What follows belongs to an exercise in optimizing a design on an open flow for small area; a production flow would make more cautious choices.
Function was checked by simulation only, so behaviour that the tests miss may differ from the original.
No activity file was given, so power comes from the tool's default toggle rates. No driver is modelled on the clock port, so clocking that relies on it looks cheaper here than on a real chip.

// text_console
module text_console #(
  parameter int COLS   = 20,
  parameter int ROWS   = 15,
  parameter int CHAR_W = 32,
  parameter int CHAR_H = 32
) (
  input  logic                      clk,
  input  logic                      rst_n,
  input  logic                      in_valid,
  input  logic [7:0]                in_char,
  output logic                      in_ready,
  input  logic                      clear,
  input  logic [9:0]                currentX,
  input  logic [9:0]                currentY,
  output logic [7:0]                char,
  output logic [9:0]                initialX,
  output logic [9:0]                initialY,
  output logic [$clog2(COLS)-1:0]   cursor_col,
  output logic [$clog2(ROWS)-1:0]   cursor_row,
  output logic                      busy
);
Size: about 3800 cells after synthesis, about 2100 flip-flops, about 76000 um2 of cells after synthesis.
export LEC_CHECK = 0
export CAP_MARGIN = 0
export CORE_MARGIN = 2
export CORE_UTILIZATION = 70
export CTS_BUF_LIST = sky130_fd_sc_hd__clkbuf_16
export CTS_CLUSTER_DIAMETER = 80
export CTS_CLUSTER_SIZE = 33
export SLEW_MARGIN = 0
export SYNTH_HIERARCHICAL = 1
create_clock -name core_clock -period 8.0 [get_ports {clk}]
run.sh (not shown) runs the stock make flow with config.mk's settings and CLKGATE_MAP_FILE= SYNTH_SCRIPT=/design/flow/synth_recipe.tcl, a recipe that flattens the netlist after the stock synthesis.
The baseline produced a clean layout.
Change:
==> flow/flow/run.sh (new file) <==
#!/bin/bash
set -euo pipefail
bash standard.sh \
  "CTS_ARGS=-sink_clustering_enable -repair_clock_nets -sink_clustering_size 33 -sink_clustering_max_diameter 80 -buf_list sky130_fd_sc_hd__clkbuf_16 -dont_use_dummy_load" \
  "BUFFER_PORTS_ARGS=-buffer_cell sky130_fd_sc_hd__buf_1" \
  finish > standard_flow.log 2>&1
==> flow/standard.sh (new file) <==
#!/bin/bash
# synth_recipe.tcl (not shown) runs the flow's synth.tcl, then flattens the netlist and writes it again
# the make line also repeats each setting of config.mk as NAME=value (left out here)
make -C /OpenROAD-flow-scripts/flow DESIGN_CONFIG=/design/flow/config.mk WORK_HOME=/design/flow/orfs CLKGATE_MAP_FILE= SYNTH_SCRIPT=/design/flow/synth_recipe.tcl "${@:-finish}"
removed: flow/run.sh
What happened:
- The changed run ran to the end with no violations
- worst setup slack gains 0.099 ns
- sequential share of layout area increases by 0.57 points
- routed wire length barely changes
- combinational power barely changes
- global-route usage increases by 0.28 points
Change:
==> flow/run.sh (new file) <==
#!/bin/bash
# synth_recipe.tcl (not shown) runs the flow's synth.tcl, then flattens the netlist and writes it again
# the make line also repeats each setting of config.mk as NAME=value (left out here)
make -C /OpenROAD-flow-scripts/flow DESIGN_CONFIG=/design/flow/config.mk WORK_HOME=/design/flow/orfs CLKGATE_MAP_FILE= SYNTH_SCRIPT=/design/flow/synth_recipe.tcl finish
--- a/flow/config.mk
+++ b/flow/config.mk
@@ -8,8 +8,8 @@
 export CAP_MARGIN = 0
 export CORE_MARGIN = 2
-export CORE_UTILIZATION = 70
+export CORE_UTILIZATION = 80
 export CTS_BUF_LIST = sky130_fd_sc_hd__clkbuf_16
 export CTS_CLUSTER_DIAMETER = 80
-export CTS_CLUSTER_SIZE = 33
+export CTS_CLUSTER_SIZE = 30
 export SLEW_MARGIN = 0
 export SYNTH_HIERARCHICAL = 1
removed: flow/flow/run.sh
removed: flow/standard.sh
After rerunning: The new run passed the timing, design-rule and antenna checks. Die area drops by roughly a tenth. Total power climbs by a few percent. Clock power climbs by a little under a tenth. Setup slack gets worse by 0.29 ns. Core utilization climbs by 11 points.
Change:
--- a/flow/config.mk
+++ b/flow/config.mk
@@ -8,5 +8,5 @@
 export CAP_MARGIN = 0
 export CORE_MARGIN = 2
-export CORE_UTILIZATION = 80
+export CORE_UTILIZATION = 70
 export CTS_BUF_LIST = sky130_fd_sc_hd__clkbuf_16
 export CTS_CLUSTER_DIAMETER = 80
Via count drops by a few percent; power stays flat; die area climbs by about a fifth.
Change:
--- a/flow/config.mk
+++ b/flow/config.mk
@@ -6,5 +6,5 @@
 export NUM_CORES = 4
 export LEC_CHECK = 0
-export CAP_MARGIN = 0
+export CAP_MARGIN = 20
 export CORE_MARGIN = 2
 export CORE_UTILIZATION = 70
@@ -12,4 +12,4 @@
 export CTS_CLUSTER_DIAMETER = 80
 export CTS_CLUSTER_SIZE = 30
-export SLEW_MARGIN = 0
+export SLEW_MARGIN = 20
 export SYNTH_HIERARCHICAL = 1
Outcome: The new run finished clean; die area stays the same; synthesized area is unchanged; worst hold slack loses 0.0051 ns; wire length hardly moves.
Change:
==> flow/flow/run.sh (new file) <==
#!/bin/bash
# The standard layout (the standard.sh, all steps), with the clock tree built
# without dummy loads. The CTS arguments repeat what ORFS derives from config.mk
# (sink clustering 30 / 80 um, clkbuf_16, repair of clock nets) and add
# -dont_use_dummy_load. make's output goes to standard_flow.log; each ORFS step
# keeps its own log under orfs/logs/.
set -euo pipefail
bash standard.sh \
  "CTS_ARGS=-sink_clustering_enable -repair_clock_nets -sink_clustering_size 30 -sink_clustering_max_diameter 80 -buf_list sky130_fd_sc_hd__clkbuf_16 -dont_use_dummy_load" \
  finish > standard_flow.log 2>&1
==> flow/standard.sh (new file) <==
#!/bin/bash
# synth_recipe.tcl (not shown) runs the flow's synth.tcl, then flattens the netlist and writes it again
# the make line also repeats each setting of config.mk as NAME=value (left out here)
make -C /OpenROAD-flow-scripts/flow DESIGN_CONFIG=/design/flow/config.mk WORK_HOME=/design/flow/orfs CLKGATE_MAP_FILE= SYNTH_SCRIPT=/design/flow/synth_recipe.tcl "${@:-finish}"
--- a/flow/config.mk
+++ b/flow/config.mk
@@ -6,5 +6,5 @@
 export NUM_CORES = 4
 export LEC_CHECK = 0
-export CAP_MARGIN = 20
+export CAP_MARGIN = 0
 export CORE_MARGIN = 2
 export CORE_UTILIZATION = 70
@@ -12,4 +12,4 @@
 export CTS_CLUSTER_DIAMETER = 80
 export CTS_CLUSTER_SIZE = 30
-export SLEW_MARGIN = 20
+export SLEW_MARGIN = 0
 export SYNTH_HIERARCHICAL = 1
removed: flow/run.sh
Result: The new run ran to the end with no violations. Wire length is about the same. Final area falls slightly. Setup slack gains 0.023 ns. Cell count falls slightly. Core utilization falls by 0.27 points.

re-timing with driven ports:
Ports are ideal in the flow. The routed layouts listed here were re-timed in OpenROAD.
Step 1: set_driving_cell puts a clkbuf_16 on clk and a buf_2 on each other input, an assumption about the parent block.
Step 2 times the ports against the registers' clock, not the clock port: input delays grow and output delays shrink by t, the midpoint of the rising clock arrivals with the driver on.
a / b / c = no drivers / after step 1 / after step 2; a / b = the first two.
run	t, ns	setup slack, ns	cell pins on the clock port's net
the first run	0.776	2.779 / 2.810 / 2.034	1
the second run	0.766	2.879 / 2.930 / 2.164	1
the third run	0.779	2.590 / 2.636 / 1.857	1
the fourth run	0.774	2.746 / 2.770 / 1.995	1
the fifth run	0.772	2.707 / 2.729 / 1.958	1
the sixth run	0.754	2.730 / 2.760 / 2.007	1
After both steps setup and hold are still met in every run listed. For the fourth run, which loses most, drivers alone change the setup slack by +0.024 ns; drivers and shift together by -0.751 ns.
